This design comes from an exercise in tuning for small area, a short achievable clock period and few clock cycles per item on the open sky130 flow, not from production work. Function was checked by simulation only, so behaviour that the tests miss may differ from the original. Power figures rest on the tool's default switching activity, not on a simulated workload.

==> config.mk <==
export PLATFORM = sky130hd
export DESIGN_NAME = dcache
export DESIGN_NICKNAME = dcache
export VERILOG_FILES = /design/flow/design.v
export SDC_FILE = /design/flow/constraint.sdc
export NUM_CORES = 4
export LEC_CHECK = 0
export ABC_AREA = 1
export CAP_MARGIN = 20
export CORE_MARGIN = 2
export CORE_UTILIZATION = 60
export CTS_BUF_LIST = sky130_fd_sc_hd__clkbuf_8
export SETUP_SLACK_MARGIN = 2.0
export SLEW_MARGIN = 20
export TNS_END_PERCENT = 5
==> constraint.sdc <==
create_clock -name core_clock -period 7.5 [get_ports {clk}]
set_input_delay 1.5000 -clock core_clock [delete_from_list [all_inputs] [get_ports {clk}]]
set_output_delay 1.5000 -clock core_clock [all_outputs]
set_load 0.01 [all_outputs]
==> design.v <==
`timescale 1ns/10ps
module dcache (
	input  logic        clk,
	input  logic        rst_n,
	input  logic        dp_ren,
	input  logic        dp_wen,
	input  logic        dp_atomic,
	input  logic        dp_halt,
	input  logic [31:0] dp_addr,
	input  logic [31:0] dp_store,
	output logic        dp_hit,
	output logic [31:0] dp_load,
	output logic        dp_flushed,
	output logic        mem_ren,
	output logic        mem_wen,
	output logic [31:0] mem_addr,
	output logic [31:0] mem_store,
	input  logic        mem_busy,
	input  logic [31:0] mem_load
);
	logic [7:0][1:0][1:0][31:0] dat_q;
	logic [7:0][1:0][25:0] tag_q;
	logic [7:0][1:0] valid_q;
	logic [7:0][1:0] dirty_q;
	logic [7:0] lru_q;
	logic res_valid_q;
	logic [31:0] res_addr_q;
	logic [1:0] cnt_q;
	logic halted_q;
	logic fl_word_q;
	logic fl_any_q;
	logic [2:0] fl_set_q;
	logic fl_way_q;
	logic [25:0] a_tag;
	logic [2:0] a_set;
	logic a_w;
	assign a_tag = dp_addr[31:6];
	assign a_set = dp_addr[5:3];
	assign a_w = dp_addr[2];
	logic flush_mode;
	logic access;
	assign flush_mode = halted_q;
	assign access = (dp_ren | dp_wen) & ~flush_mode;
	logic fl_wen;
	logic fl_clr;
	logic [15:0] dmask;
	logic fl_any;
	logic [2:0] fl_set;
	logic fl_way;
	assign fl_wen = halted_q & fl_any_q;
	assign fl_clr = fl_wen & fl_word_q & ~mem_busy;
	always_comb begin
		dmask = valid_q & dirty_q;
		if (fl_clr) begin
			dmask[{fl_set_q, fl_way_q}] = 1'b0;
		end
		fl_any = |dmask;
		fl_set = '0;
		fl_way = 1'b0;
		for (int i = 15; i >= 0; i--) begin
			if (dmask[i]) begin
				fl_set = 3'(i >> 1);
				fl_way = i[0];
			end
		end
	end
	always_ff @(posedge clk) begin
		fl_any_q <= fl_any;
		fl_set_q <= fl_set;
		fl_way_q <= fl_way;
	end
	logic [2:0] r_set;
	logic r_word;
	assign r_set = flush_mode ? fl_set_q : a_set;
	assign r_word = flush_mode ? fl_word_q : (a_w ^ cnt_q[0]);
	logic [25:0] t0, t1;
	logic [31:0] d0, d1;
	assign t0 = tag_q[r_set][0];
	assign t1 = tag_q[r_set][1];
	assign d0 = dat_q[r_set][0][r_word];
	assign d1 = dat_q[r_set][1][r_word];
	logic lru_cur;
	logic vic_dirty;
	logic [1:0] way_hit;
	logic hit;
	logic [7:0] vd_set;
	always_comb begin
		for (int s = 0; s < 8; s++) begin
			vd_set[s] = lru_q[s] ? (valid_q[s][1] & dirty_q[s][1]) : (valid_q[s][0] & dirty_q[s][0]);
		end
	end
	assign lru_cur = lru_q[a_set];
	assign vic_dirty = vd_set[a_set];
	logic [7:0][1:0] match;
	always_comb begin
		for (int s = 0; s < 8; s++) begin
			for (int w = 0; w < 2; w++) begin
				match[s][w] = valid_q[s][w] & (tag_q[s][w] == a_tag);
			end
		end
	end
	assign way_hit = match[a_set];
	assign hit = |way_hit;
	logic x_way;
	logic [25:0] x_tag;
	assign x_way = flush_mode ? fl_way_q : lru_cur;
	assign x_tag = x_way ? t1 : t0;
	logic [1:0] step;
	logic miss;
	logic is_wb;
	logic is_rd;
	logic m_word;
	logic fin;
	assign step = {cnt_q[1] | ~vic_dirty, cnt_q[0]};
	assign miss = access & ~hit;
	assign is_wb = miss & ~step[1];
	assign is_rd = miss & step[1];
	assign m_word = a_w ^ step[1] ^ step[0];
	assign fin = step[1] & step[0];
	logic res_match;
	logic store_ok;
	logic fill_done;
	logic done;
	assign res_match = res_valid_q & (res_addr_q == dp_addr);
	assign store_ok = dp_wen & (~dp_atomic | res_match);
	assign fill_done = is_rd & ~mem_busy;
	assign done = access & (hit | (fin & ~mem_busy));
	assign dp_hit = done;
	assign dp_flushed = halted_q & ~fl_any_q;
	assign mem_ren = is_rd;
	assign mem_wen = is_wb | fl_wen;
	assign mem_addr = {(flush_mode | ~step[1]) ? x_tag : a_tag, r_set,
		flush_mode ? fl_word_q : m_word, 2'b00};
	assign mem_store = x_way ? d1 : d0;
	logic [31:0] ld0, ld1;
	always_comb begin
		if (dp_wen & dp_atomic) begin
			ld0 = {31'b0, res_match};
			ld1 = {31'b0, res_match};
		end else if (fin) begin
			ld0 = mem_load;
			ld1 = mem_load;
		end else begin
			ld0 = d0;
			ld1 = d1;
		end
	end
	assign dp_load = way_hit[1] ? ld1 : ld0;
	logic use_way;
	logic [31:0] wdata;
	logic hit_wr;
	assign use_way = hit ? way_hit[1] : lru_cur;
	assign hit_wr = access & hit & store_ok;
	assign wdata = (hit | (step[0] & store_ok)) ? dp_store : mem_load;
	always_ff @(posedge clk) begin
		for (int s = 0; s < 8; s++) begin
			for (int w = 0; w < 2; w++) begin
				for (int o = 0; o < 2; o++) begin
					if (a_set == 3'(s) && use_way == 1'(w) &&
						((hit_wr && a_w == 1'(o)) || (fill_done && m_word == 1'(o)))) begin
						dat_q[s][w][o] <= wdata;
					end
				end
				if (fill_done && fin && a_set == 3'(s) && lru_cur == 1'(w)) begin
					tag_q[s][w] <= a_tag;
				end
			end
		end
		if (done && dp_ren && dp_atomic) begin
			res_addr_q <= dp_addr;
		end
		if (done) begin
			if (!hit) begin
				dirty_q[a_set][lru_cur] <= store_ok;
			end else if (store_ok) begin
				dirty_q[a_set][use_way] <= 1'b1;
			end
		end
		if (fl_clr) begin
			dirty_q[fl_set_q][fl_way_q] <= 1'b0;
		end
	end
	always_ff @(posedge clk, negedge rst_n) begin
		if (!rst_n) begin
			valid_q <= '0;
			lru_q <= '0;
			res_valid_q <= 1'b0;
			cnt_q <= '0;
			halted_q <= 1'b0;
			fl_word_q <= 1'b0;
		end else begin
			if (dp_halt) begin
				halted_q <= 1'b1;
			end
			if (done) begin
				cnt_q <= '0;
				lru_q[a_set] <= ~use_way;
				if (!hit) begin
					valid_q[a_set][lru_cur] <= 1'b1;
				end
				if (dp_atomic) begin
					res_valid_q <= dp_ren;
				end else if (dp_wen && res_match) begin
					res_valid_q <= 1'b0;
				end
			end else if (miss && !mem_busy) begin
				cnt_q <= cnt_q + 2'd1;
			end
			if (fl_wen && !mem_busy) begin
				fl_word_q <= ~fl_word_q;
			end
		end
	end
endmodule
==> run.sh <==
#!/bin/bash
# synth_recipe.tcl (not shown) runs the flow's synth.tcl, then flattens the netlist and writes it again
# the make line also repeats each setting of config.mk as NAME=value (left out here)
make -C /OpenROAD-flow-scripts/flow DESIGN_CONFIG=/design/flow/config.mk WORK_HOME=/design/flow/orfs CLKGATE_MAP_FILE= SYNTH_SCRIPT=/design/flow/synth_recipe.tcl finish
==> metrics.md, run 1 <==
| Metric | Value |
|---|---|
| CP endpoint kind | `output pin` |
| Reg clk slew, reported paths | `0.06 ns` |
| Worst skew pair latency | `1.02 ns` |
| Fin nets | `7585` |
| H-tree Lvls | `4` |
| Final Cycle Share | `78.7%` |
| Post-synthesis xor/xnor area fraction | `1.06%` |
| Unrepaired setup endpoints after global routing | `yes` |
| Drt total wl | `253 mm` |
| Setup Skew | `0.0838 ns` |
| Rel. slew slack | `20.6%` |
| Adder-Cell Fraction of Synth Area | `0.482%` |
| Crit path max fanout | `20` |
| I/O Pins | `203` |
| Switching share of power | `33.5%` |
| Grt total ovfl | `0` |
| Syn avg cell area | `10.2 sq um` |
| Fmax | `169 MHz` |
| Count leader, synth | `nand2_1` |
| Reg area | `45400 sq um` |
| Number of DRC markers in iteration 0 | `9081` |
| VDD IR-drop max | `0.246 mV` |
| Die Y | `352 microns` |
| CP Launch Type | `primary input` |
| Layout area overhead | `15.4%` |
| Die Width | `352 microns` |
| TNS Setup | `0 ns` |
| Async SR Flop Fraction | `1.91%` |
| Crit-path cells | `buf_6, inv_6, nand2_1, nand4_1, nor2_1, nand2_1, nor2_1, nand2_1, nand3_1, nand2_1, nand2_1, nand2_4, buf_8, nand3_2, nand2_2, inv_4, clkdlybuf4s50_1` |
| Worst path required time | `6.00 ns` |
| Yosys top cell by area | `edfxtp_1` |
| Top cell family by delay on the critical path | `simple AND/OR/NAND/NOR gates` |
| WL/cell | `27.3 microns` |
| TritonCTS buffer count | `239` |
| Slowest CP cell | `clkdlybuf4s50_1` |
| Worst R2R Setup Slack | `2.82 ns` |
| Residual DRC count | `0` |
| Syn Std Cell Area | `72700 sq um` |
| CP bufs+invs | `5` |
| Multi-input gate area | `22200 sq um` |
| Post-synth EDFFs | `1472` |
| Initial antenna violation count | `6` |
| Psw | `7350 uW` |
| Compound-Gate Fraction of Synth Area | `11.2%` |
| Gate power share | `26.3%` |
| Design area | `83900 sq um` |
| Top FF cell, synth | `edfxtp_1` |
| Die footprint | `124000 sq um` |
| HPWL Detailed | `148 mm` |
| Post-DP Area | `76800 sq um` |
| Static Leak | `0.0327 uW` |
| Mux contribution to synthesized area | `0.523%` |
| Peak per-stage delay on the critical path | `0.53 ns` |
| Final Setup Violations | `0` |
| Largest net degree at the start of global routing | `97` |
| Flops & latches, synth | `1522` |
| Vias in the first global route | `54.6k` |
| Vias per cell | `6.24` |
| Clock Sinks | `1522` |
| Synth top cells by count | `nand2_1, edfxtp_1, inv_1` |
| Port Buffers | `200` |
| Core area | `120000 sq um` |
| Vias | `57.8k` |
| Flop pwr share | `43.4%` |
| Layout cells sized above 1 | `11.2%` |
| Final slew viol count | `0` |
| Largest family of logic cells by synthesized area | `simple AND/OR/NAND/NOR gates` |
| TritonRoute pass-1 iters | `6` |
| Clk buf depth | `3` |
| Synth Area in Simple Gates | `15.8%` |
| Total global-route track usage | `40.3%` |
| Rows | `127` |
| Placer congestion estimate | `1.01` |
| Fillers | `9036` |
| Clock power frac | `30.4%` |
| Area share of the largest cell type after synthesis | `60.8%` |
| Most used cell, CP | `nand2_1` |
| Least-Margin Pin Slew | `1.19 ns` |
| # hold bufs at CTS | `0` |
| Total of max-cap violations | `0` |
| Hold WC Path Type | `register to register` |
| Crit path kind | `primary input to output pin` |
| Distinct cells, synth | `59` |
| Area contributors post-synth | `edfxtp_1, nand2_1, o211ai_1, inv_1, nand3_1` |
| Final Hold Vio Count | `0` |
| TritonCTS clock tree | `done` |
| Status | `no timing/DRC/antenna violations` |
| Root buf cell | `clkbuf_8` |
| Post-route minimum period | `5.90 ns` |
| Ys Warns | `1` |
| First-pass GRT wire length | `365 mm` |
| Mapped Cells | `7152` |
| CP arrival | `4.40 ns` |
| Antenna viol nets, final | `0` |
| Initial Util | `60.5%` |
| PwrDens | `262 nW/um^2` |
| Seq/Total Area, Yosys | `62.4%` |
| Internal power | `14600 uW` |
## logic make-up after synthesis
kind of cell | after synthesis
other cells | 1
xor+xnor | 87
flops | 1522
fa+ha+maj | 28
buf+inv | 1453
mux | 34
simple gates | 2718
compound gates | 1309
## cell usage in the layout, fill, tap and decap left out, types with 10 or more instances in the layout
cell,count
bufbuf_16,22
edfxtp_1,1472
a21oi_4,33
o211ai_1,527
clkbuf_8,240
a211oi_1,10
o21ai_1,40
inv_1,1056
o21ai_2,10
buf_8,11
buf_12,48
nand4_1,150
buf_16,25
nor2_2,26
buf_2,15
buf_4,155
inv_6,17
a31oi_1,32
nand2_2,21
dfrtp_1,28
clkinv_2,38
mux2_2,23
a31oi_4,14
o221ai_1,11
buf_6,27
nor2_1,272
o21ai_0,338
dlygate4sd2_1,55
a21boi_1,21
nand2_1,1690
clkinv_1,78
clkdlybuf4s50_1,104
a21oi_1,226
nor3_1,25
nand3_1,471
nand3_2,22
inv_4,13
xnor2_1,78
ha_1,28
dfxtp_1,21
## layout make-up
cell class                 count  share of cell area (%)
multi-input combinational   4179                    26.5
inverter                    1028                    4.86
clock buffer                 240                    3.94
sequential                  1522                    54.0
timing repair inverter         5                  0.0522
clock inverter               204                    1.35
antenna                        4                  0.0119
tap                         1612                    2.40
timing repair buffer         479                    6.89
## power by group through the flow
stage | combinational [uW] | clock, uW | sequential (uW)
global placement | 4900 | 0 | 9710
floorplan | 2790 | 0 | 9690
global route | 6050 | 7070 | 9530
finish | 5770 | 6670 | 9530
detailed placement | 4940 | 0 | 9710
CTS | 5550 | 6690 | 9530
## state kept, by name, summed over array words and instances (netlist names)
register,count
fl_word_q,1
cnt_q,2
valid_q,16
fl_set_q,3
fl_any_q,1
lru_q,8
dat_q,1024
res_addr_q,32
fl_way_q,1
res_valid_q,1
tag_q,416
halted_q,1
dirty_q,16
## what timing repair did
item | 4_1_cts | 5_1_grt
setup buffers | 51 | 5
gates cloned | 38 | 0
setup endpoints to repair | 101 | 94
resized for setup | 418 | 48
pin swaps | 23 | 12
## worst min-delay path: stages, from the launching register on
cell     delay (ns)
dfxtp_1        0.32
nand2_1        0.06
a21oi_1        0.06
## worst paths after layout
check / startpoint / to / cells after the start
max in group asynchronous: rst_n / halted_q / 2
worst min register to register: dirty_q[0] / dirty_q[0] / 2
worst max-delay path: dp_addr[14] / dp_hit / 17
worst max register to register: tag_q[242] / dirty_q[14] / 22
min in group asynchronous: rst_n / valid_q[13] / 2
worst min-delay path: dirty_q[0] / dirty_q[0] / 2
## per-stage QoR
| stage | util [%] | setup WS, ns | hold slack (ns) | total power (uW) | std cells |
|---|---|---|---|---|---|
| 2_1_floorplan | - | 2.42 | 0.446 | 12500 | 7153 |
| 3_3_place_gp | 63.9 | 0.650 | 0.476 | 14600 | 8731 |
| 3_5_place_dp | 63.9 | 0.654 | 0.479 | 14700 | 8731 |
| 4_1_cts | 69.7 | 1.73 | 0.488 | 21800 | 9264 |
| 5_1_grt | 69.9 | 1.61 | 0.511 | 22700 | 9270 |
| 6_report | 69.9 | 1.60 | 0.490 | 22000 | 9273 |
## per-layer routing
layer	share of wire (%)	track usage (%)	vias up
met5	0.011	0	-
met4	6.1	21.8	4
met3	13	9.11	836
met2	44	59.9	4151
met1	37	55.5	27520
li1	-	-	25328
Testbench counts, summed over its fixed seeds: cycles 18,969, accesses 8,000.
==> inputs of run 2 (changes only) <==
--- a/config.mk
+++ b/config.mk
@@ -9,7 +9,7 @@
 export CAP_MARGIN = 20
 export CORE_MARGIN = 2
 export CORE_UTILIZATION = 60
-export CTS_BUF_LIST = sky130_fd_sc_hd__clkbuf_8
+export CTS_BUF_LIST = sky130_fd_sc_hd__clkbuf_4
 export SETUP_SLACK_MARGIN = 2.0
 export SLEW_MARGIN = 20
 export TNS_END_PERCENT = 5
==> run 2 against run 1 <==
  * Synthesized area stayed put
  * Worst setup slack better by 0.16 ns
  * Fmax is 2.8% higher
  * Worst hold slack gained 0.00062 ns
  * First-iteration DRC count is 3.2% higher
  * Cell count rose by 3.0%
  * Global-route usage is 1.1 points higher
  * Wire length increased by 3.3%
  * Final area up 1.5%
==> metrics.md, run 2 <==
| Metric | Value |
|---|---|
| Clk buf depth | `4 (was 3)` |
| PwrDens | `262 nW/um^2 (about the same)` |
| TritonCTS clock tree | `done (unchanged)` |
| Most frequent cells in the layout | `nand2_1, edfxtp_1, inv_1, clkbuf_4, o211ai_1 (was nand2_1, edfxtp_1, inv_1, o211ai_1, nand3_1)` |
| Largest regs | `dat_q (1024), tag_q (416), res_addr_q (32) (unchanged)` |
| TritonCTS buffer count | `404 (was 239)` |
| Biggest register | `dat_q (unchanged)` |
| First-pass GRT wire length | `374 mm (was 365 mm)` |
| Vias in the first global route | `56.4k (was 54.6k)` |
| Crit path kind | `primary input to output pin (unchanged)` |
| Syn Std Cell Area | `72700 sq um (unchanged)` |
| TritonRoute pass-1 iters | `9 (was 6)` |
| Worst path required time | `6.00 ns (about the same)` |
| Drt total wl | `261 mm (was 253 mm)` |
| Vias | `59.6k (was 57.8k)` |
| Crit-path cells | `buf_2, buf_12, nand2_1, nand3_1, nand3_1, nand2_1, nand2_1, nand2_8, inv_16, bufbuf_16, o21ai_0, a21oi_1, o21ai_0, nand3_1, a31oi_2, dlygate4sd2_1 (was buf_6, inv_6, nand2_1, nand4_1, nor2_1, nand2_1, nor2_1, nand2_1, nand3_1, nand2_1, nand2_1, nand2_4, buf_8, nand3_2, nand2_2, inv_4, clkdlybuf4s50_1)` |
| Residual DRC count | `0 (unchanged)` |
| Distinct cells, synth | `59 (unchanged)` |
| Mapped Cells | `7152 (unchanged)` |
| Total of max-cap violations | `0 (unchanged)` |
| Layout area overhead | `17.1% (was 15.4%)` |
| Antenna viol nets, final | `0 (unchanged)` |
| HPWL Detailed | `148 mm (unchanged)` |
| CP Launch Type | `primary input (unchanged)` |
| Max FFs per register | `1024 (unchanged)` |
| Flop pwr share | `42.8% (was 43.4%)` |
| Number of DRC markers in iteration 0 | `9372 (was 9081)` |
| Grt total ovfl | `0 (unchanged)` |
| Post-synth EDFFs | `1472 (unchanged)` |
| Die Y | `352 microns (unchanged)` |
| Unrepaired setup endpoints after global routing | `yes (unchanged)` |
| Vias per cell | `6.24 (about the same)` |
| Top layer in use | `met5 (unchanged)` |
| I/O Pins | `203 (unchanged)` |
| Count leader, synth | `nand2_1 (unchanged)` |
| Async SR Flop Fraction | `1.91% (unchanged)` |
| Fillers | `8992 (was 9036)` |
| H-tree Lvls | `5 (was 4)` |
| Final Worst Setup Slack | `1.76 ns (was 1.60 ns)` |
| Dpl ws | `0.654 ns (unchanged)` |
| Area contributors post-synth | `edfxtp_1, nand2_1, o211ai_1, inv_1, nand3_1 (unchanged)` |
| Final Cycle Share | `76.6% (was 78.7%)` |
| Clock Sinks | `1522 (unchanged)` |
| Util after Layout | `70.9% (was 69.9%)` |
| Status | `no timing/DRC/antenna violations (unchanged)` |
| Reg clk slew, reported paths | `0.06 ns (about the same)` |
| CP arrival | `4.24 ns (was 4.40 ns)` |
| Internal power | `15000 uW (was 14600 uW)` |
| Fmax | `174 MHz (was 169 MHz)` |
| Clock power frac | `31.9% (was 30.4%)` |
| VDD IR-drop max | `0.224 mV (was 0.246 mV)` |
| Hold WC Path Type | `register to register (unchanged)` |
| Rel. slew slack | `21.7% (was 20.6%)` |
| Die Width | `352 microns (unchanged)` |
| Final Setup Violations | `0 (unchanged)` |
| Static Leak | `0.0335 uW (was 0.0327 uW)` |
| Fin nets | `7793 (was 7585)` |
| Rows | `127 (unchanged)` |
| Worst skew pair latency | `1.36 ns (was 1.02 ns)` |
| Syn avg cell area | `10.2 sq um (unchanged)` |
| Peak per-stage delay on the critical path | `0.33 ns (was 0.53 ns)` |
| Largest net degree at the start of global routing | `97 (unchanged)` |
| Least-Margin Pin Slew | `1.17 ns (was 1.19 ns)` |
| Core area | `120000 sq um (unchanged)` |
| WL/cell | `27.4 microns (was 27.3 microns)` |
| Ys Warns | `1 (unchanged)` |
| Initial antenna violation count | `6 (unchanged)` |
| Psw | `7320 uW (was 7350 uW)` |
| Yosys top cell by area | `edfxtp_1 (unchanged)` |
| Die footprint | `124000 sq um (unchanged)` |
| TNS Setup | `0 ns (unchanged)` |
| Synth top cells by count | `nand2_1, edfxtp_1, inv_1 (unchanged)` |
| Switching share of power | `32.8% (was 33.5%)` |
| Top FF cell, synth | `edfxtp_1 (unchanged)` |
| WL met2 | `115 mm (was 110 mm)` |
| Seq/Total Area, Yosys | `62.4% (unchanged)` |
| Worst hold slack | `0.491 ns (was 0.490 ns)` |
| CP endpoint kind | `output pin (unchanged)` |
| Initial Util | `60.5% (unchanged)` |
| Post-route minimum period | `5.74 ns (was 5.90 ns)` |
| Final slew viol count | `0 (unchanged)` |
| Gate power share | `25.3% (was 26.3%)` |
| Commonest non-fill, non-tap cell in the layout | `nand2_1 (unchanged)` |
| Crit path max fanout | `27 (was 20)` |
| Setup Skew | `0.121 ns (was 0.0838 ns)` |
| Port Buffers | `200 (unchanged)` |
| Wire length on met3 | `34.0 mm (was 32.6 mm)` |
| Final Hold Vio Count | `0 (unchanged)` |
| Layout cells sized above 1 | `15.7% (was 11.2%)` |
| Slowest CP cell | `bufbuf_16 (was clkdlybuf4s50_1)` |
| Placer congestion estimate | `1.01 (unchanged)` |
| Total global-route track usage | `41.4% (was 40.3%)` |
| Root buf cell | `clkbuf_4 (was clkbuf_8)` |
| DRT met1 WL | `95.8 mm (was 94.3 mm)` |
| Flops & latches, synth | `1522 (unchanged)` |
| Area share of the largest cell type after synthesis | `60.8% (unchanged)` |
run 2: cell counts after synthesis:
No cell type changed its count.
run 2: critical path, delay by kind of cell:
family                 cells  cell delay, ns
and+or+nand+nor            7            0.88
buffers and inverters      5            1.12
AOI/OAI and AO/OA          4            0.72
run 2: power by group through the flow:
stage               logic, uW  clock network [uW]  registers [uW]
finish                   5630                7110            9530
global route             5910                7590            9530
CTS                      5430                7160            9530
detailed placement       4940                   0            9710
global placement         4900                   0            9710
floorplan                2790                   0            9690
run 2: timing repair:
| item | 4_1_cts | 5_1_grt |
|---|---|---|
| pin swaps | 65 | 7 |
| gates cloned | 56 | 5 |
| gates resized for setup | 558 | 38 |
| endpoints found under the setup margin | 95 | 94 |
| setup buffers | 67 | 9 |
| hold buffers | 0 | 0 |
run 2: cells by family after synthesis:
family,share of synthesized area [%]
simple gates,15.8
fa+ha+maj,0.482
mux,0.523
other cells,0.00516
xor+xnor,1.06
buf+inv,8.56
compound gates,11.2
flops,62.4
run 2: through the flow:
step,instances,total power [uW],area [sq um]
detailed placement,8731,14700,76800
CTS,9528,22100,84900
global route,9548,23000,85200
finish,9552,22300,85200
global placement,8731,14600,76800
floorplan,7153,12500,72700
run 2: area by class of cell:
| type | instances | area [sq um] | share of cell area [%] |
|---|---|---|---|
| repair inverters | 10 | 109 | 0.128 |
| clock buffers | 576 | 4320 | 5.08 |
| flip-flops and latches | 1522 | 45400 | 53.3 |
| multi-input cells | 4179 | 22200 | 26.1 |
| inverters | 1028 | 4080 | 4.79 |
| repair buffers | 517 | 6470 | 7.60 |
| well taps | 1612 | 2020 | 2.37 |
| diodes | 10 | 25.0 | 0.0294 |
| clock inverters | 98 | 534 | 0.627 |
run 2: layer usage:
| metal | vias to the layer above | GRT usage, % |
|---|---|---|
| met4 | 6 | 24.4 |
| met2 | 4416 | 62.0 |
| li1 | 25955 | - |
| met1 | 28247 | 55.3 |
| met5 | - | 0 |
| met3 | 933 | 10.0 |
run 2: path summary, 6_finish.rpt:
path | start | endpoint | slack, ns | cells after the start
worst max-delay path | dp_addr[3] | mem_addr[15] | 1.76 | 16
worst min-delay path | res_valid_q | res_valid_q | 0.49 | 2
worst max register to register | tag_q[196] | dirty_q[14] | 2.80 | 22
worst min register to register | res_valid_q | res_valid_q | 0.49 | 2
max in group asynchronous | rst_n | halted_q | 6.52 | 2
min in group asynchronous | rst_n | valid_q[10] | 0.64 | 2
==> inputs of run 3 (changes only) <==
==> config.mk (replaced) <==
export PLATFORM = sky130hd
export DESIGN_NAME = dcache
export DESIGN_NICKNAME = dcache
export VERILOG_FILES = /design/flow/design.v
export SDC_FILE = /design/flow/constraint.sdc
export NUM_CORES = 4
export LEC_CHECK = 0
export CAP_MARGIN = 20
export CORE_MARGIN = 2
export CORE_UTILIZATION = 70
export PLACE_DENSITY = 0.75
export SETUP_SLACK_MARGIN = 2.0
export SLEW_MARGIN = 20
export TNS_END_PERCENT = 5
==> run 3 against run 2 <==
  * Still clean
  * Die area decreased by 19%
  * Via count decreased by 5.1%
  * Clock power increased by 5.9%
  * Clock skew decreased by 0.084 ns
  * First-iteration DRC count increased by 26%
  * Critical path depth decreased by 3
  * Worst setup slack got worse by 0.40 ns
  * Synthesized cell count decreased by 21%
  * Highest routed layer unchanged
==> metrics.md, run 3 <==
| Metric | Value |
|---|---|
| Status | `no timing/DRC/antenna violations (unchanged)` |
| Gr busiest metal | `met2 (unchanged)` |
| TritonRoute pass-1 iters | `10 (was 9)` |
| Area contributors post-synth | `edfxtp_1, nand2_1, xor2_1, nand3_1, o21ai_0 (was edfxtp_1, nand2_1, o211ai_1, inv_1, nand3_1)` |
| Placer congestion estimate | `1.01 (about the same)` |
| Fin nets | `6216 (was 7793)` |
| Syn Std Cell Area | `68900 sq um (was 72700 sq um)` |
| Final Cycle Share | `81.9% (was 76.6%)` |
| Async SR Flop Fraction | `1.91% (unchanged)` |
| Worst hold slack | `0.510 ns (was 0.491 ns)` |
| Yosys top cell by area | `edfxtp_1 (unchanged)` |
| CP Launch Type | `primary input (unchanged)` |
| Final std cells w/o fill | `7505 (was 9552)` |
| Multi-input gate area | `24100 sq um (was 22200 sq um)` |
| Die Y | `318 microns (was 352 microns)` |
| Largest regs | `dat_q (1024), tag_q (416), res_addr_q (32) (unchanged)` |
| Post-route minimum period | `6.14 ns (was 5.74 ns)` |
| Antenna viol nets, final | `0 (unchanged)` |
| Clk buf depth | `3 (was 4)` |
| Biggest register | `dat_q (unchanged)` |
| Crit path max fanout | `7 (was 27)` |
| Largest net degree at the start of global routing | `103 (was 97)` |
| Final slew viol count | `0 (unchanged)` |
| Crit path kind | `primary input to output pin (unchanged)` |
| Core area | `98000 sq um (was 120000 sq um)` |
| Port Buffers | `200 (unchanged)` |
| Total global-route track usage | `52.2% (was 41.4%)` |
| VDD IR-drop max | `0.252 mV (was 0.224 mV)` |
| Final Setup Violations | `0 (unchanged)` |
| Met3 GRT Util | `19.1% (was 10.0%)` |
| Reg area | `45300 sq um (was 45400 sq um)` |
| Flops & latches, synth | `1522 (unchanged)` |
| Seq/Total Area, Yosys | `65.8% (was 62.4%)` |
| Rows | `115 (was 127)` |
| Count leader, synth | `edfxtp_1 (was nand2_1)` |
| Commonest non-fill, non-tap cell in the layout | `edfxtp_1 (was nand2_1)` |
| Synth top cells by count | `edfxtp_1, nand2_1, nand3_1 (was nand2_1, edfxtp_1, inv_1)` |
| Initial antenna violation count | `6 (unchanged)` |
| First-pass GRT wire length | `376 mm (was 374 mm)` |
| Rel. slew slack | `30.5% (was 21.7%)` |
| # hold bufs at CTS | `0 (unchanged)` |
| Root buf cell | `clkbuf_16 (was clkbuf_4)` |
| Layout cells sized above 1 | `21.0% (was 15.7%)` |
| Initial Util | `70.4% (was 60.5%)` |
| PwrDens | `266 nW/um^2 (was 262 nW/um^2)` |
| Hold WC Path Type | `register to register (unchanged)` |
| TNS Setup | `0 ns (unchanged)` |
| WL/cell | `35.9 microns (was 27.4 microns)` |
| Worst skew pair latency | `0.81 ns (was 1.36 ns)` |
| Setup Skew | `0.0368 ns (was 0.121 ns)` |
| Number of DRC markers in iteration 0 | `11.8k (was 9372)` |
| TritonCTS clock tree | `done (unchanged)` |
| Residual DRC count | `0 (unchanged)` |
| Post-DP Area | `74100 sq um (was 76800 sq um)` |
| Ys Warns | `1 (unchanged)` |
| Vias in the first global route | `54.8k (was 56.4k)` |
| Layout area overhead | `22.8% (was 17.1%)` |
| Drt total wl | `270 mm (was 261 mm)` |
| Top FF cell, synth | `edfxtp_1 (unchanged)` |
| Grt total ovfl | `0 (unchanged)` |
| Static Leak | `0.0298 uW (was 0.0335 uW)` |
| Post-synth EDFFs | `1472 (unchanged)` |
| Design area | `84700 sq um (was 85200 sq um)` |
| Met2 global-route usage | `76.5% (was 62.0%)` |
| Unrepaired setup endpoints after global routing | `yes (unchanged)` |
| Total of max-cap violations | `0 (unchanged)` |
| Most frequent cells in the layout | `edfxtp_1, nand2_1, nand3_1, xor2_1, buf_4 (was nand2_1, edfxtp_1, inv_1, clkbuf_4, o211ai_1)` |
| Vias per cell | `7.53 (was 6.24)` |
| Clock Sinks | `1522 (unchanged)` |
| Least-Margin Pin Slew | `1.03 ns (was 1.17 ns)` |
| Mapped Cells | `5619 (was 7152)` |
| Vias | `56.5k (was 59.6k)` |
| I/O Pins | `203 (unchanged)` |
| Distinct cells, synth | `81 (was 59)` |
| Worst path required time | `6.00 ns (about the same)` |
| TritonCTS buffer count | `151 (was 404)` |
| H-tree Lvls | `4 (was 5)` |
| Fillers | `4236 (was 8992)` |
| Die Width | `318 microns (was 352 microns)` |
| CP arrival | `4.64 ns (was 4.24 ns)` |
| Max FFs per register | `1024 (unchanged)` |
| Final Hold Vio Count | `0 (unchanged)` |
| Met1 global-route usage | `60.9% (was 55.3%)` |
| Reg clk slew, reported paths | `0.07 ns (was 0.06 ns)` |
| HPWL Detailed | `144 mm (was 148 mm)` |
| Die footprint | `101000 sq um (was 124000 sq um)` |
| Fmax | `163 MHz (was 174 MHz)` |
| Syn avg cell area | `12.3 sq um (was 10.2 sq um)` |
| Cells after DPL | `7000 (was 8731)` |
| CP endpoint kind | `output pin (unchanged)` |
| Area share of the largest cell type after synthesis | `64.1% (was 60.8%)` |
run 3: cell types whose count changed in the layout (fill, tap and decap cells not counted), sizes merged, moves of 79 or more:
cell    previous run  this run
o211ai           528       106
inv             1031        44
nand4            155        52
xor2               7       326
clkbuf           586       205
nand3            493       352
a32oi              0        79
o21ai            392       304
and3               0        82
nand2           1717      1109
nor4               7        89
buf              322       582
run 3: cells by family (layout without fill, tap and decap cells):
logic type               after synthesis  after routing  share of synthesized area [%]
AO/OA/AOI/OAI                        968            968                           9.21
XOR/XNOR                             451            451                           5.73
adder cells (fa/ha/maj)               28             28                          0.508
buffers and inverters                436           1022                           2.78
flip-flops                          1522           1522                           65.8
multiplexers                         152            152                           2.82
other                                  1             12                        0.00544
AND/OR/NAND/NOR                     2061           2063                           13.2
run 3: per-stage QoR:
| step | setup WS [ns] | power [uW] | utilization [%] |
|---|---|---|---|
| after floorplan | 1.07 | 11900 | - |
| after global placement | 0.0188 | 13300 | 75.6 |
| after detailed placement | 0.0701 | 13400 | 75.6 |
| after CTS | 1.68 | 21900 | 85.5 |
| after global routing | 1.48 | 22900 | 86.4 |
| final | 1.36 | 22500 | 86.4 |
run 3: final timing paths:
kind,slack (ns),depth (start not counted),to,start
max,1.36,13,dp_load[31],dp_addr[20]
min,0.51,1,fl_word_q,fl_word_q
max reg2reg,2.17,14,dat_q[75],tag_q[92]
min reg2reg,0.51,1,fl_word_q,fl_word_q
max in group asynchronous,6.02,2,cnt_q[0],rst_n
min in group asynchronous,1.14,2,lru_q[0],rst_n
run 3: metal layers:
layer	routed length (microns)	part of all wire, %
met3	44800	17
met5	47	0.017
met2	117000	43
met4	30000	11
met1	78100	29
run 3: final cells by class:
type	count	area share, %
Timing Repair inverter	2	0.0236
Inverter	40	0.232
Multi-Input combinational cell	3664	28.5
Clock inverter	82	0.906
Sequential cell	1522	53.6
Clock buffer	194	4.76
Tap cell	1287	1.90
Antenna cell	10	0.0296
Timing Repair Buffer	704	10.1
run 3: power breakdown:
group | switching [uW] | internal, uW | leakage (uW) | total [uW]
Clock | 3360 | 4170 | 0.00235 | 7530
Combinational | 3350 | 2200 | 0.0137 | 5550
Sequential | 29.8 | 9440 | 0.0138 | 9470
Total | 6740 | 15800 | 0.0298 | 22500
run 3: what timing repair did:
| item | CTS | global route |
|---|---|---|
| setup endpoints to repair | 1771 | 1444 |
| resized for setup | 949 | 133 |
| pin swaps | 162 | 104 |
| setup buffers | 121 | 26 |
| cloned | 61 | 8 |
run 3: critical path, stage by stage:
cell	delay, ns
buf_2	0.26
xor2_1	0.85
nor3_1	0.12
a41oi_2	0.30
buf_4	0.16
a22oi_2	0.09
buf_12	0.15
nor2_4	0.23
buf_12	0.22
o211ai_1	0.13
a31oi_1	0.29
buf_4	0.22
buf_6	0.11
==> inputs of run 4 (changes only) <==
==> config.mk (replaced) <==
export PLATFORM = sky130hd
export DESIGN_NAME = dcache
export DESIGN_NICKNAME = dcache
export VERILOG_FILES = /design/flow/design.v
export SDC_FILE = /design/flow/constraint.sdc
export NUM_CORES = 4
export LEC_CHECK = 0
export ABC_AREA = 1
export CAP_MARGIN = 20
export CORE_MARGIN = 2
export CORE_UTILIZATION = 60
export CTS_BUF_LIST = sky130_fd_sc_hd__clkbuf_8
export SETUP_SLACK_MARGIN = 2.4
export SLEW_MARGIN = 20
export TNS_END_PERCENT = 5
==> run 4 against run 3 <==
  * Still clean
  * Core utilization decreased by 14 points
  * Wire length decreased by 0.30%
  * Register-to-register slack improved by 0.62 ns
  * Worst hold slack got worse by 0.019 ns
  * Clock-buffer cell count increased by 46
==> metrics.md, run 4 <==
| Metric | Value |
|---|---|
| Area contributors post-synth | `edfxtp_1, nand2_1, o211ai_1, inv_1, nand3_1 (was edfxtp_1, nand2_1, xor2_1, nand3_1, o21ai_0)` |
| Final Cycle Share | `73.2% (was 81.9%)` |
| Biggest register | `dat_q (unchanged)` |
| Status | `no timing/DRC/antenna violations (unchanged)` |
| RR Startpoint | `tag_q[394] (was tag_q[92])` |
| Residual DRC count | `0 (unchanged)` |
| TritonCTS buffer count | `239 (was 151)` |
| Design area | `87100 sq um (was 84700 sq um)` |
| Total of max-cap violations | `0 (unchanged)` |
| Largest net degree at the start of global routing | `97 (was 103)` |
| Post-route minimum period | `5.49 ns (was 6.14 ns)` |
| Rel. slew slack | `21.5% (was 30.5%)` |
| Number of DRC markers in iteration 0 | `10.3k (was 11.8k)` |
| Layout area overhead | `19.8% (was 22.8%)` |
| Mapped Cells | `7152 (was 5619)` |
| Ys Warns | `1 (unchanged)` |
| Gr busiest metal | `met2 (unchanged)` |
| Drt total wl | `269 mm (was 270 mm)` |
| Port Buffers | `200 (unchanged)` |
| Vias per cell | `6.35 (was 7.53)` |
| TNS Setup | `0 ns (unchanged)` |
| Worst R2R Setup Slack | `2.79 ns (was 2.17 ns)` |
| Least-Margin Pin Slew | `1.18 ns (was 1.03 ns)` |
| CP Launch Type | `primary input (unchanged)` |
| Seq/Total Area, Yosys | `62.4% (was 65.8%)` |
| Root buf cell | `clkbuf_8 (was clkbuf_16)` |
| WL/cell | `28.5 microns (was 35.9 microns)` |
| Vias | `59.8k (was 56.5k)` |
| Antenna viol nets, final | `0 (unchanged)` |
| Die Width | `352 microns (was 318 microns)` |
| Worst r2r dst | `dirty_q[14] (was dat_q[75])` |
| Syn avg cell area | `10.2 sq um (was 12.3 sq um)` |
| Fmax | `182 MHz (was 163 MHz)` |
| Fin nets | `7727 (was 6216)` |
| Final Worst Setup Slack | `2.01 ns (was 1.36 ns)` |
| Worst Hold End | `dirty_q[0] (was fl_word_q)` |
| Top FF cell, synth | `edfxtp_1 (unchanged)` |
| Reg clk slew, reported paths | `0.07 ns (about the same)` |
| CP endpoint kind | `output pin (unchanged)` |
| Core area | `120000 sq um (was 98000 sq um)` |
| Grt total ovfl | `0 (unchanged)` |
| Clock Sinks | `1522 (unchanged)` |
| Clk buf depth | `3 (unchanged)` |
| Final slew viol count | `0 (unchanged)` |
| Area share of the largest cell type after synthesis | `60.8% (was 64.1%)` |
| First-pass GRT wire length | `384 mm (was 376 mm)` |
| Crit path kind | `primary input to output pin (unchanged)` |
| Unrepaired setup endpoints after global routing | `yes (unchanged)` |
| Die footprint | `124000 sq um (was 101000 sq um)` |
| # hold bufs at CTS | `0 (unchanged)` |
| TritonRoute pass-1 iters | `6 (was 10)` |
| Syn Std Cell Area | `72700 sq um (was 68900 sq um)` |
| VDD IR-drop max | `0.250 mV (was 0.252 mV)` |
| I/O Pins | `203 (unchanged)` |
| Cell count of the worst reg-to-reg path | `24 (was 14)` |
| Worst Hold Depth | `2 (was 1)` |
| Placer congestion estimate | `1.01 (about the same)` |
| Final Hold Vio Count | `0 (unchanged)` |
| Flops & latches, synth | `1522 (unchanged)` |
| Final std cells w/o fill | `9416 (was 7505)` |
| Async SR Flop Fraction | `1.91% (unchanged)` |
| Post-DP Area | `76800 sq um (was 74100 sq um)` |
| Met2 global-route usage | `62.7% (was 76.5%)` |
| Initial Util | `60.5% (was 70.4%)` |
| Largest regs | `dat_q (1024), tag_q (416), res_addr_q (32) (unchanged)` |
| Crit path max fanout | `20 (was 7)` |
| Worst path required time | `6.00 ns (about the same)` |
| Commonest non-fill, non-tap cell in the layout | `nand2_1 (was edfxtp_1)` |
| Rows | `127 (was 115)` |
| Hold WC Path Type | `register to register (unchanged)` |
| Total global-route track usage | `42.6% (was 52.2%)` |
| PwrDens | `261 nW/um^2 (was 266 nW/um^2)` |
| Synth top cells by count | `nand2_1, edfxtp_1, inv_1 (was edfxtp_1, nand2_1, nand3_1)` |
| Final Setup Violations | `0 (unchanged)` |
| Dpl ws | `0.654 ns (was 0.0701 ns)` |
| HPWL Detailed | `148 mm (was 144 mm)` |
| Static Leak | `0.0341 uW (was 0.0298 uW)` |
| Count leader, synth | `nand2_1 (was edfxtp_1)` |
| Cells after DPL | `8731 (was 7000)` |
| Initial antenna violation count | `9 (was 6)` |
| Vias in the first global route | `56.4k (was 54.8k)` |
| Max FFs per register | `1024 (unchanged)` |
| TritonCTS clock tree | `done (unchanged)` |
| Post-synth EDFFs | `1472 (unchanged)` |
| Worst skew pair latency | `1.01 ns (was 0.81 ns)` |
| Layout cells sized above 1 | `15.2% (was 21.0%)` |
| Yosys top cell by area | `edfxtp_1 (unchanged)` |
| Met1 global-route usage | `58.4% (was 60.9%)` |
| Min-delay src | `dirty_q[0] (was fl_word_q)` |
| Distinct cells, synth | `59 (was 81)` |
| Die Y | `352 microns (was 318 microns)` |
| H-tree Lvls | `4 (unchanged)` |
| CP arrival | `3.99 ns (was 4.64 ns)` |
| Most frequent cells in the layout | `nand2_1, edfxtp_1, inv_1, o211ai_1, nand3_1 (was edfxtp_1, nand2_1, nand3_1, xor2_1, buf_4)` |
| Setup Skew | `0.0806 ns (was 0.0368 ns)` |
| Met3 GRT Util | `10.7% (was 19.1%)` |
==> run 4: where the power goes <==
part / switching, uW / total [uW] / internal [uW]
Clock: 3480 / 6700 / 3230
Combinational: 4240 / 6510 / 2270
Sequential: 47.9 / 9530 / 9480
Total: 7770 / 22700 / 15000
==> run 4: cell type report <==
type / count / area (sq um)
Fill cell: 8557 / 33000
Tap cell: 1612 / 2020
Clock inverter: 204 / 1130
Sequential cell: 1522 / 45400
Clock buffer: 240 / 3300
Multi-Input combinational cell: 4179 / 22700
Timing Repair inverter: 7 / 68.8
Antenna cell: 5 / 12.5
Timing Repair Buffer: 619 / 8340
Inverter: 1028 / 4180
==> run 4: how the worst max path moves through the flow <==
stage	start	endpoint	slack, ns	cells after the start
final	dp_addr[14]	dp_load[7]	2.01	20
after floorplan	dp_addr[13]	dat_q[128]	2.42	16
after CTS	dp_addr[3]	mem_addr[16]	2.21	16
after detailed placement	dp_addr[3]	mem_store[0]	0.65	11
after global routing	dp_addr[2]	dp_load[21]	2.04	18
after global placement	dp_addr[4]	mem_addr[10]	0.65	15
==> run 4: stage by stage <==
step	hold WS [ns]	utilization [%]	power (uW)
final	0.490	72.5	22700
after global routing	0.511	72.5	23300
after CTS	0.488	72.2	22400
after detailed placement	0.479	63.9	14700
after global placement	0.476	63.9	14600
after floorplan	0.446	-	12500
==> run 4: timing repair <==
action                                  4_1_cts  5_1_grt
resized for setup                          1058       63
hold endpoints to repair                      0        0
gates cloned                                 86        2
buffers inserted                            127       21
pin swaps                                   153       34
endpoints found under the setup margin      921      110
==> run 4: logic make-up (layout without fill, tap and decap cells) <==
| family | Yosys count | in the layout | synth area share [%] |
|---|---|---|---|
| compound gates | 1309 | 1310 | 11.2 |
| other cells | 1 | 7 | 0.00516 |
| simple gates | 2718 | 2718 | 15.8 |
| xor+xnor | 87 | 87 | 1.06 |
| mux | 34 | 34 | 0.523 |
| fa+ha+maj | 28 | 28 | 0.482 |
| buf+inv | 1453 | 2098 | 8.56 |
| flops | 1522 | 1522 | 62.4 |
==> run 4: worst max-delay path, stage by stage <==
cell	delay, ns
buf_12	0.17
inv_6	0.12
nand2_1	0.08
nand4_1	0.35
nor2_1	0.21
nand2_1	0.12
nor2_1	0.10
nand2_1	0.06
nand3_1	0.09
nand2_2	0.06
nand2_2	0.08
nand2_4	0.10
inv_12	0.13
buf_12	0.13
buf_12	0.10
buf_16	0.12
a21oi_1	0.06
o21ai_1	0.10
a21boi_1	0.08
buf_2	0.14
==> run 4: routing by layer <==
layer,wire length (microns),up-vias
li1,-,25652
met1,97100,28365
met2,116000,4797
met3,38400,1013
met4,17300,4
met5,16,-
==> inputs of run 5 (changes only) <==
--- a/config.mk
+++ b/config.mk
@@ -9,7 +9,7 @@
 export CAP_MARGIN = 20
 export CORE_MARGIN = 2
 export CORE_UTILIZATION = 60
-export CTS_BUF_LIST = sky130_fd_sc_hd__clkbuf_8
+export CTS_BUF_LIST = sky130_fd_sc_hd__clkbuf_4
 export SETUP_SLACK_MARGIN = 2.4
 export SLEW_MARGIN = 20
 export TNS_END_PERCENT = 5
==> run 5 against run 4 <==
  * Still clean
  * Clock power is 6.4% higher
  * Fmax is 2.4% lower
  * Critical path depth shrank 3
  * Via count grew 0.63%
  * Flip-flop and latch count is the same
  * Combinational power shrank 9.7%
  * Core utilization shrank 0.74 points
  * Clock-buffer cell count is 336 higher
  * Critical path type unchanged
==> metrics.md, run 5 <==
| Metric | Value |
|---|---|
| Status | `no timing/DRC/antenna violations (unchanged)` |
| Mapped Cells | `7152 (unchanged)` |
| Least-Margin Pin Slew | `1.13 ns (was 1.18 ns)` |
| Grt total ovfl | `0 (unchanged)` |
| Final Worst Setup Slack | `1.88 ns (was 2.01 ns)` |
| VDD IR-drop max | `0.224 mV (was 0.250 mV)` |
| Clk buf depth | `4 (was 3)` |
| Layout cells sized above 1 | `17.5% (was 15.2%)` |
| Fmax | `178 MHz (was 182 MHz)` |
| Worst skew pair latency | `1.40 ns (was 1.01 ns)` |
| Final Cycle Share | `75.0% (was 73.2%)` |
| Die Width | `352 microns (unchanged)` |
| Residual DRC count | `0 (unchanged)` |
| WL/cell | `27.7 microns (was 28.5 microns)` |
| CP endpoint kind | `output pin (unchanged)` |
| H-tree Lvls | `5 (was 4)` |
| Number of DRC markers in iteration 0 | `9229 (was 10.3k)` |
| Initial Util | `60.5% (unchanged)` |
| Most used cell, CP | `nand2_1` |
| Rel. slew slack | `24.5% (was 21.5%)` |
| Antenna viol nets, final | `0 (unchanged)` |
| Post-route minimum period | `5.62 ns (was 5.49 ns)` |
| Largest regs | `dat_q (1024), tag_q (416), res_addr_q (32) (unchanged)` |
| Cells after DPL | `8731 (unchanged)` |
| Layout area overhead | `18.6% (was 19.8%)` |
| Final slew viol count | `0 (unchanged)` |
| Area share of the largest cell type after synthesis | `60.8% (unchanged)` |
| Port Buffers | `200 (unchanged)` |
| Crit-path cells | `buf_2, clkinvlp_4, buf_12, nand2_1, nand2_1, nand3_1, nor2_1, nand2_1, nor2_1, nand2_1, nand3_2, nand3_2, nand2_2, inv_4, nand2_8, o31ai_2, dlygate4sd2_1 (was buf_12, inv_6, nand2_1, nand4_1, nor2_1, nand2_1, nor2_1, nand2_1, nand3_1, nand2_2, nand2_2, nand2_4, inv_12, buf_12, buf_12, buf_16, a21oi_1, o21ai_1, a21boi_1, buf_2)` |
| Die Y | `352 microns (unchanged)` |
| Crit path max fanout | `8 (was 20)` |
| Core area | `120000 sq um (unchanged)` |
| Biggest register | `dat_q (unchanged)` |
| Clock Sinks | `1522 (unchanged)` |
| Initial antenna violation count | `12 (was 9)` |
| Ys Warns | `1 (unchanged)` |
| TNS Setup | `0 ns (unchanged)` |
| Commonest non-fill, non-tap cell in the layout | `nand2_1 (unchanged)` |
| Drt total wl | `265 mm (was 269 mm)` |
| Placer congestion estimate | `1.01 (unchanged)` |
| Cell count of the worst reg-to-reg path | `24 (unchanged)` |
| Seq/Total Area, Yosys | `62.4% (unchanged)` |
| Die footprint | `124000 sq um (unchanged)` |
| Final std cells w/o fill | `9590 (was 9416)` |
| Final Hold Vio Count | `0 (unchanged)` |
| Slowest CP cell | `nand2_1 (was nand4_1)` |
| Internal power | `15100 uW (was 15000 uW)` |
| Max FFs per register | `1024 (unchanged)` |
| Post-synth EDFFs | `1472 (unchanged)` |
| HPWL Detailed | `148 mm (unchanged)` |
| Static Leak | `0.0339 uW (was 0.0341 uW)` |
| Gate power share | `26.1% (was 28.6%)` |
| Psw | `7450 uW (was 7770 uW)` |
| Most frequent cells in the layout | `nand2_1, edfxtp_1, inv_1, clkbuf_4, o211ai_1 (was nand2_1, edfxtp_1, inv_1, o211ai_1, nand3_1)` |
| Vias per cell | `6.28 (was 6.35)` |
| Syn Std Cell Area | `72700 sq um (unchanged)` |
| Util after Layout | `71.8% (was 72.5%)` |
| Vias in the first global route | `57.2k (was 56.4k)` |
| Largest net degree at the start of global routing | `97 (unchanged)` |
| First-pass GRT wire length | `380 mm (was 384 mm)` |
| Root buf cell | `clkbuf_4 (was clkbuf_8)` |
| Async SR Flop Fraction | `1.91% (unchanged)` |
| Yosys top cell by area | `edfxtp_1 (unchanged)` |
| CP Launch Type | `primary input (unchanged)` |
| TritonRoute pass-1 iters | `7 (was 6)` |
| Clock power frac | `31.6% (was 29.5%)` |
| TritonCTS clock tree | `done (unchanged)` |
| Reg clk slew, reported paths | `0.06 ns (was 0.07 ns)` |
| Worst path required time | `6.00 ns (about the same)` |
| Dpl ws | `0.654 ns (unchanged)` |
| Total of max-cap violations | `0 (unchanged)` |
| Total global-route track usage | `42.0% (was 42.6%)` |
| Crit path kind | `primary input to output pin (unchanged)` |
| Peak per-stage delay on the critical path | `0.33 ns (was 0.35 ns)` |
| Setup Skew | `0.134 ns (was 0.0806 ns)` |
| TritonCTS buffer count | `404 (was 239)` |
| Top FF cell, synth | `edfxtp_1 (unchanged)` |
| Area contributors post-synth | `edfxtp_1, nand2_1, o211ai_1, inv_1, nand3_1 (unchanged)` |
| Fin nets | `7830 (was 7727)` |
| Syn avg cell area | `10.2 sq um (unchanged)` |
| Hold WC Path Type | `primary input to register (was register to register)` |
| PwrDens | `261 nW/um^2 (about the same)` |
| Flop pwr share | `42.3% (was 41.9%)` |
| Switching share of power | `33.1% (was 34.1%)` |
| # hold bufs at CTS | `0 (unchanged)` |
| Final Setup Violations | `0 (unchanged)` |
| Rows | `127 (unchanged)` |
| CP arrival | `4.12 ns (was 3.99 ns)` |
| Distinct cells, synth | `59 (unchanged)` |
| I/O Pins | `203 (unchanged)` |
| Count leader, synth | `nand2_1 (unchanged)` |
| Flops & latches, synth | `1522 (unchanged)` |
| Vias | `60.2k (was 59.8k)` |
| Synth top cells by count | `nand2_1, edfxtp_1, inv_1 (unchanged)` |
| Unrepaired setup endpoints after global routing | `yes (unchanged)` |
| Worst Hold Depth | `1 (was 2)` |
-- run 5: cell counts after synthesis --
Identical to the previous run, type by type.
-- run 5: layer usage --
layer	up-vias	routed length (microns)	GRT usage (%)
met5	-	21	0
met4	4	17800	25.7
met3	1007	36700	10.4
met2	4684	116000	62.3
met1	28462	94800	56.2
li1	26050	-	-
-- run 5: repair_timing --
action | CTS | global route
cloned | 71 | 3
pin swaps | 109 | 51
endpoints found under the setup margin | 111 | 97
buffers inserted | 81 | 19
gates resized for setup | 794 | 81
-- run 5: per-stage QoR --
stage	total power (uW)	hold WS [ns]	area, sq um
finish	22500	0.488	86300
global route	23300	0.432	86200
CTS	22300	0.385	85800
detailed placement	14700	0.479	76800
global placement	14600	0.476	76800
floorplan	12500	0.446	72700
-- run 5: critical path, delay by kind of cell --
kind,cells,cell delay (ns)
simple gates,11,1.42
buf+inv,5,0.91
compound gates,1,0.27
-- run 5: worst paths after layout --
path / from / to / slack, ns
max: dp_addr[16] / mem_wen / 1.88
min: dp_addr[7] / tag_q[209] / 0.49
max reg2reg: tag_q[10] / dirty_q[0] / 2.83
min reg2reg: res_valid_q / res_valid_q / 0.49
min in group asynchronous: rst_n / lru_q[0] / 0.63
max in group asynchronous: rst_n / halted_q / 6.52
-- run 5: kinds of logic after synthesis --
family / after synthesis / synth area share (%)
other: 1 / 0.00516
and+or+nand+nor: 2718 / 15.8
AOI/OAI and AO/OA: 1309 / 11.2
xor gates and xnor gates: 87 / 1.06
muxes: 34 / 0.523
adders and majority gates: 28 / 0.482
buffers and inverters: 1453 / 8.56
DFF: 1522 / 62.4
-- run 5: area by class of cell --
| class | instances | area (sq um) |
|---|---|---|
| well taps | 1612 | 2020 |
| flip-flops and latches | 1522 | 45400 |
| fillers | 8826 | 33900 |
| diodes | 11 | 27.5 |
| repair inverters | 10 | 113 |
| inverters | 1028 | 4090 |
| clock inverters | 98 | 534 |
| clock buffers | 576 | 4320 |
| multi-input cells | 4179 | 22600 |
| repair buffers | 554 | 7150 |
-- run 5: power by group through the flow --
stage          Clock [uW]  Sequential, uW  Combinational (uW)
6_report             7130            9530                5880
5_1_grt              7590            9530                6150
4_1_cts              7160            9530                5600
3_5_place_dp            0            9710                4940
3_3_place_gp            0            9710                4900
2_1_floorplan           0            9690                2790
==> inputs of run 6 (changes only) <==
--- a/config.mk
+++ b/config.mk
@@ -9,7 +9,7 @@
 export CAP_MARGIN = 20
 export CORE_MARGIN = 2
 export CORE_UTILIZATION = 60
-export CTS_BUF_LIST = sky130_fd_sc_hd__clkbuf_4
-export SETUP_SLACK_MARGIN = 2.4
+export CTS_BUF_LIST = sky130_fd_sc_hd__clkbuf_8
+export SETUP_SLACK_MARGIN = 2.8
 export SLEW_MARGIN = 20
 export TNS_END_PERCENT = 5
==> run 6 against run 5 <==
  * Still clean
  * Die area stayed put
  * Flip-flop and latch count stayed put
  * Register-to-register slack worse by 0.15 ns
  * Combinational power is 32% higher
  * Fmax is 2.2% higher
  * Final area is 5.3% higher
  * Synthesized cell count stayed put
  * Largest power group unchanged
==> metrics.md, run 6 <==
| Metric | Value |
|---|---|
| Layout area overhead | `24.9% (was 18.6%)` |
| First-pass GRT wire length | `403 mm (was 380 mm)` |
| Vias per cell | `6.46 (was 6.28)` |
| Syn Std Cell Area | `72700 sq um (unchanged)` |
| TritonCTS clock tree | `done (unchanged)` |
| Worst R2R Setup Slack | `2.68 ns (was 2.83 ns)` |
| Post-route minimum period | `5.50 ns (was 5.62 ns)` |
| Commonest non-fill, non-tap cell in the layout | `nand2_1 (unchanged)` |
| Core area | `120000 sq um (unchanged)` |
| Rows | `127 (unchanged)` |
| Most used cell, CP | `nand2_1 (unchanged)` |
| Reg area | `45400 sq um (about the same)` |
| Number of DRC markers in iteration 0 | `10.8k (was 9229)` |
| Vias | `61.7k (was 60.2k)` |
| Crit path max fanout | `16 (was 8)` |
| Post-synth EDFFs | `1472 (unchanged)` |
| Util after Layout | `75.6% (was 71.8%)` |
| Least-Margin Pin Slew | `1.18 ns (was 1.13 ns)` |
| Drt total wl | `283 mm (was 265 mm)` |
| Top FF cell, synth | `edfxtp_1 (unchanged)` |
| Vias in the first global route | `58.6k (was 57.2k)` |
| Largest regs | `dat_q (1024), tag_q (416), res_addr_q (32) (unchanged)` |
| Rel. slew slack | `21.3% (was 24.5%)` |
| CP endpoint kind | `output pin (unchanged)` |
| Psw | `8300 uW (was 7450 uW)` |
| Clock Sinks | `1522 (unchanged)` |
| Root buf cell | `clkbuf_8 (was clkbuf_4)` |
| Mapped Cells | `7152 (unchanged)` |
| Internal power | `15700 uW (was 15100 uW)` |
| Seq/Total Area, Yosys | `62.4% (unchanged)` |
| Final Power | `24000 uW (was 22500 uW)` |
| Residual DRC count | `0 (unchanged)` |
| Total of max-cap violations | `0 (unchanged)` |
| Antenna viol nets, final | `0 (unchanged)` |
| Die Y | `352 microns (unchanged)` |
| Worst skew pair latency | `1.01 ns (was 1.40 ns)` |
| HPWL Detailed | `148 mm (unchanged)` |
| Gate power share | `32.3% (was 26.1%)` |
| Clk buf depth | `3 (was 4)` |
| Distinct cells, synth | `59 (unchanged)` |
| TNS Setup | `0 ns (unchanged)` |
| VDD IR-drop max | `0.254 mV (was 0.224 mV)` |
| Initial Util | `60.5% (unchanged)` |
| Worst Setup SP | `dp_addr[25] (was dp_addr[16])` |
| TritonRoute pass-1 iters | `7 (unchanged)` |
| Fmax | `182 MHz (was 178 MHz)` |
| Initial antenna violation count | `9 (was 12)` |
| Worst path required time | `6.00 ns (about the same)` |
| Async SR Flop Fraction | `1.91% (unchanged)` |
| Flop pwr share | `39.7% (was 42.3%)` |
| Layout cells sized above 1 | `18.7% (was 17.5%)` |
| Ys Warns | `1 (unchanged)` |
| Die footprint | `124000 sq um (unchanged)` |
| Final Cycle Share | `73.3% (was 75.0%)` |
| Hold WC Path Type | `register to register (was primary input to register)` |
| Port Buffers | `200 (unchanged)` |
| Dpl ws | `0.654 ns (unchanged)` |
| Cell count of the worst reg-to-reg path | `27 (was 24)` |
| Unrepaired setup endpoints after global routing | `yes (unchanged)` |
| Status | `no timing/DRC/antenna violations (unchanged)` |
| Static Leak | `0.0358 uW (was 0.0339 uW)` |
| Final Worst Setup Slack | `2.00 ns (was 1.88 ns)` |
| Reg clk slew, reported paths | `0.07 ns (was 0.06 ns)` |
| Peak per-stage delay on the critical path | `0.52 ns (was 0.33 ns)` |
| Final Hold Vio Count | `0 (unchanged)` |
| Total global-route track usage | `44.9% (was 42.0%)` |
| Placer congestion estimate | `1.01 (unchanged)` |
| Fillers | `7958 (was 8826)` |
| Final slew viol count | `0 (unchanged)` |
| Final Setup Violations | `0 (unchanged)` |
| # hold bufs at CTS | `0 (unchanged)` |
| Most frequent cells in the layout | `nand2_1, edfxtp_1, inv_1, o211ai_1, nand3_1 (was nand2_1, edfxtp_1, inv_1, clkbuf_4, o211ai_1)` |
| Crit path kind | `primary input to output pin (unchanged)` |
| CP Capture Point | `dp_load[2] (was mem_wen)` |
| Fin nets | `7869 (was 7830)` |
| Clock power frac | `28.0% (was 31.6%)` |
| CP arrival | `4.00 ns (was 4.12 ns)` |
| Synth top cells by count | `nand2_1, edfxtp_1, inv_1 (unchanged)` |
| Biggest register | `dat_q (unchanged)` |
| WL/cell | `29.7 microns (was 27.7 microns)` |
| TritonCTS buffer count | `239 (was 404)` |
| Worst r2r dst | `dirty_q[0] (unchanged)` |
| Flops & latches, synth | `1522 (unchanged)` |
| Switching share of power | `34.6% (was 33.1%)` |
| Yosys top cell by area | `edfxtp_1 (unchanged)` |
| Crit-path cells | `buf_16, inv_12, nand2_1, nand4_1, nor2_1, nand2_1, nor2_1, nand2_1, nand3_1, nand2_2, nand2_2, nand2_4, inv_12, buf_12, clkbuf_16, a21oi_1, o21ai_1, a21boi_1, buf_2 (was buf_2, clkinvlp_4, buf_12, nand2_1, nand2_1, nand3_1, nor2_1, nand2_1, nor2_1, nand2_1, nand3_2, nand3_2, nand2_2, inv_4, nand2_8, o31ai_2, dlygate4sd2_1)` |
| RR Startpoint | `tag_q[237] (was tag_q[10])` |
| H-tree Lvls | `4 (was 5)` |
| Syn avg cell area | `10.2 sq um (unchanged)` |
| Slowest CP cell | `nand4_1 (was nand2_1)` |
| I/O Pins | `203 (unchanged)` |
| PwrDens | `264 nW/um^2 (was 261 nW/um^2)` |
| Die Width | `352 microns (unchanged)` |
| Grt total ovfl | `0 (unchanged)` |
| Area share of the largest cell type after synthesis | `60.8% (unchanged)` |
| CP Launch Type | `primary input (unchanged)` |
| Largest net degree at the start of global routing | `97 (unchanged)` |
| Area contributors post-synth | `edfxtp_1, nand2_1, o211ai_1, inv_1, nand3_1 (unchanged)` |
| Multi-input gate area | `23500 sq um (was 22600 sq um)` |
| Count leader, synth | `nand2_1 (unchanged)` |
| Max FFs per register | `1024 (unchanged)` |
| Setup Skew | `0.0841 ns (was 0.134 ns)` |
-- run 6: through the flow --
step                hold WS [ns]  instances  cell area, sq um
global route               0.511       9555             90800
finish                     0.494       9559             90800
CTS                        0.488       9514             90100
floorplan                  0.446       7153             72700
detailed placement         0.479       8731             76800
global placement           0.476       8731             76800
-- run 6: cell type report --
class	instances	share of cell area [%]
tap	1612	2.22
clock buffer	240	3.64
timing repair inverter	11	0.192
antenna	6	0.0165
clock inverter	204	1.25
inverter	1028	4.61
multi-input combinational	4179	25.8
timing repair buffer	757	12.3
sequential	1522	49.9
-- run 6: metal layers --
| metal | wire length (microns) | global-route usage, % |
|---|---|---|
| met3 | 42900 | 14.0 |
| met5 | 95 | 0 |
| met1 | 98500 | 59.3 |
| met2 | 121000 | 65.0 |
| met4 | 21100 | 27.7 |
-- run 6: power by group through the flow --
stage	Clock, uW	Sequential [uW]	Combinational [uW]
after floorplan	0	9690	2790
after global placement	0	9710	4900
after detailed placement	0	9710	4940
after CTS	6690	9530	7250
after global routing	7080	9530	7970
final	6720	9530	7750
-- run 6: worst min path at each step --
stage                  endpoint  slack [ns]        start  cells after the start
global route         dirty_q[0]        0.51   dirty_q[0]                      2
global placement     dirty_q[0]        0.48   dirty_q[0]                      2
CTS                  dirty_q[0]        0.49   dirty_q[0]                      2
finish              res_valid_q        0.49  res_valid_q                      2
floorplan            valid_q[8]        0.45   valid_q[8]                      2
detailed placement  res_valid_q        0.48  res_valid_q                      2
-- run 6: kinds of logic (layout without fill, tap and decap cells) --
logic type | count (synthesis) | in the layout | share of synthesized area, %
AO/OA/AOI/OAI | 1309 | 1310 | 11.2
XOR/XNOR | 87 | 87 | 1.06
adder cells (fa/ha/maj) | 28 | 28 | 0.482
buffers and inverters | 1453 | 2240 | 8.56
flip-flops | 1522 | 1522 | 62.4
multiplexers | 34 | 34 | 0.523
other | 1 | 8 | 0.00516
AND/OR/NAND/NOR | 2718 | 2718 | 15.8
-- run 6: timing repair --
item | in CTS | in global routing
gates cloned | 140 | 5
buffers inserted | 199 | 34
endpoints found under the setup margin | 2418 | 350
pin swaps | 278 | 61
gates resized for setup | 1503 | 64
-- run 6: worst max-delay path, delay by kind of cell --
kind            cells  cell delay [ns]
buf+inv             6             0.77
compound gates      3             0.21
simple gates       10             1.46
==> inputs of run 7 (changes only) <==
--- a/config.mk
+++ b/config.mk
@@ -6,10 +6,10 @@
 export NUM_CORES = 4
 export LEC_CHECK = 0
 export ABC_AREA = 1
-export CAP_MARGIN = 20
+export CAP_MARGIN = 10
 export CORE_MARGIN = 2
 export CORE_UTILIZATION = 60
 export CTS_BUF_LIST = sky130_fd_sc_hd__clkbuf_8
-export SETUP_SLACK_MARGIN = 2.8
-export SLEW_MARGIN = 20
+export SETUP_SLACK_MARGIN = 2.4
+export SLEW_MARGIN = 10
 export TNS_END_PERCENT = 5
==> run 7 against run 6 <==
  * Global-route usage down 2.3 points
  * Register-to-register slack better by 0.09 ns
  * Critical path depth unchanged
  * Flip-flop and latch count unchanged
  * Final area down 4.0%
  * Clock-buffer cell count unchanged
==> metrics.md, run 7 <==
| Metric | Value |
|---|---|
| Cell count of the worst reg-to-reg path | `24 (was 27)` |
| VDD IR-drop max | `0.250 mV (was 0.254 mV)` |
| Area share of the largest cell type after synthesis | `60.8% (unchanged)` |
| Grt total ovfl | `0 (unchanged)` |
| Final Power | `22700 uW (was 24000 uW)` |
| Rows | `127 (unchanged)` |
| Vias per cell | `6.37 (was 6.46)` |
| Crit path max fanout | `20 (was 16)` |
| CP arrival | `3.95 ns (was 4.00 ns)` |
| Drt total wl | `269 mm (was 283 mm)` |
| Async SR Flop Fraction | `1.91% (unchanged)` |
| TritonCTS clock tree | `done (unchanged)` |
| Port Buffers | `200 (unchanged)` |
| Final Cycle Share | `72.7% (was 73.3%)` |
| Largest net degree at the start of global routing | `97 (unchanged)` |
| HPWL Detailed | `148 mm (unchanged)` |
| Die Y | `352 microns (unchanged)` |
| Psw | `7760 uW (was 8300 uW)` |
| Unrepaired setup endpoints after global routing | `yes (unchanged)` |
| Area contributors post-synth | `edfxtp_1, nand2_1, o211ai_1, inv_1, nand3_1 (unchanged)` |
| Status | `no timing/DRC/antenna violations (unchanged)` |
| Clock power frac | `29.5% (was 28.0%)` |
| Flops & latches, synth | `1522 (unchanged)` |
| Fin nets | `7727 (was 7869)` |
| Total of max-cap violations | `0 (unchanged)` |
| Syn Std Cell Area | `72700 sq um (unchanged)` |
| H-tree Lvls | `4 (unchanged)` |
| Clk buf depth | `3 (unchanged)` |
| Clock Sinks | `1522 (unchanged)` |
| Die Width | `352 microns (unchanged)` |
| CP Launch Type | `primary input (unchanged)` |
| Fillers | `8557 (was 7958)` |
| Final Hold Vio Count | `0 (unchanged)` |
| Crit-path cells | `buf_12, inv_6, nand2_1, nand4_1, nor2_1, nand2_1, nor2_1, nand2_1, nand3_1, nand2_2, nand2_2, nand2_4, inv_12, buf_4, buf_12, buf_4, nand2_2, a31oi_4, buf_6 (was buf_16, inv_12, nand2_1, nand4_1, nor2_1, nand2_1, nor2_1, nand2_1, nand3_1, nand2_2, nand2_2, nand2_4, inv_12, buf_12, clkbuf_16, a21oi_1, o21ai_1, a21boi_1, buf_2)` |
-- run 7: worst max path at each step --
stage | start | to | cells after the start
CTS | dp_addr[3] | mem_addr[16] | 16
global route | dp_addr[2] | dp_load[21] | 18
detailed placement | dp_addr[3] | mem_store[0] | 11
floorplan | dp_addr[13] | dat_q[128] | 16
finish | dp_addr[14] | dp_load[24] | 19
global placement | dp_addr[4] | mem_addr[10] | 15
-- run 7: routing by layer --
metal | wire length, microns | track usage (%)
met5 | 8 | 0
met4 | 17000 | 23.3
met3 | 38500 | 10.7
met2 | 117000 | 62.7
met1 | 96800 | 58.4
-- run 7: power by group through the flow --
stage                     clock network (uW)  registers [uW]  logic, uW
after floorplan                            0            9690       2790
after global placement                     0            9710       4900
after detailed placement                   0            9710       4940
after CTS                               6690            9530       6170
after global routing                    7070            9530       6730
final                                   6700            9530       6510
-- run 7: final cells by class --
cell class | count | area [sq um] | area share [%]
tap | 1612 | 2020 | 2.31
timing repair buffer | 619 | 8340 | 9.56
timing repair inverter | 7 | 68.8 | 0.0790
inverter | 1028 | 4180 | 4.80
antenna | 6 | 15.0 | 0.0172
clock buffer | 240 | 3300 | 3.79
clock inverter | 204 | 1130 | 1.30
multi-input combinational | 4179 | 22700 | 26.1
sequential | 1522 | 45400 | 52.0
-- run 7: kinds of logic after synthesis --
group | Yosys count | share of synthesized area [%]
buf+inv | 1453 | 8.56
simple gates | 2718 | 15.8
other cells | 1 | 0.00516
xor+xnor | 87 | 1.06
fa+ha+maj | 28 | 0.482
compound gates | 1309 | 11.2
mux | 34 | 0.523
flops | 1522 | 62.4
-- run 7: critical path: cells and delay by family --
| kind | cells | cell delay (ns) |
|---|---|---|
| simple gates | 11 | 1.30 |
| compound gates | 1 | 0.17 |
| buf+inv | 7 | 0.92 |
-- run 7: stage by stage --
stage / hold WS [ns] / util, % / std cells / cell area, sq um / worst slack (ns)
4_1_cts: 0.488 / 72.2 / 9388 / 86800 / 2.21
5_1_grt: 0.511 / 72.5 / 9413 / 87100 / 2.04
3_3_place_gp: 0.476 / 63.9 / 8731 / 76800 / 0.650
2_1_floorplan: 0.446 / - / 7153 / 72700 / 2.42
6_report: 0.491 / 72.5 / 9417 / 87100 / 2.05
3_5_place_dp: 0.479 / 63.9 / 8731 / 76800 / 0.654
-- run 7: what timing repair did --
item                       4_1_cts  5_1_grt
cloned                          86        2
pin swaps                      153       34
setup buffers                  127       21
setup endpoints to repair      921      110
hold buffers                     0        0
gates resized for setup       1058       63
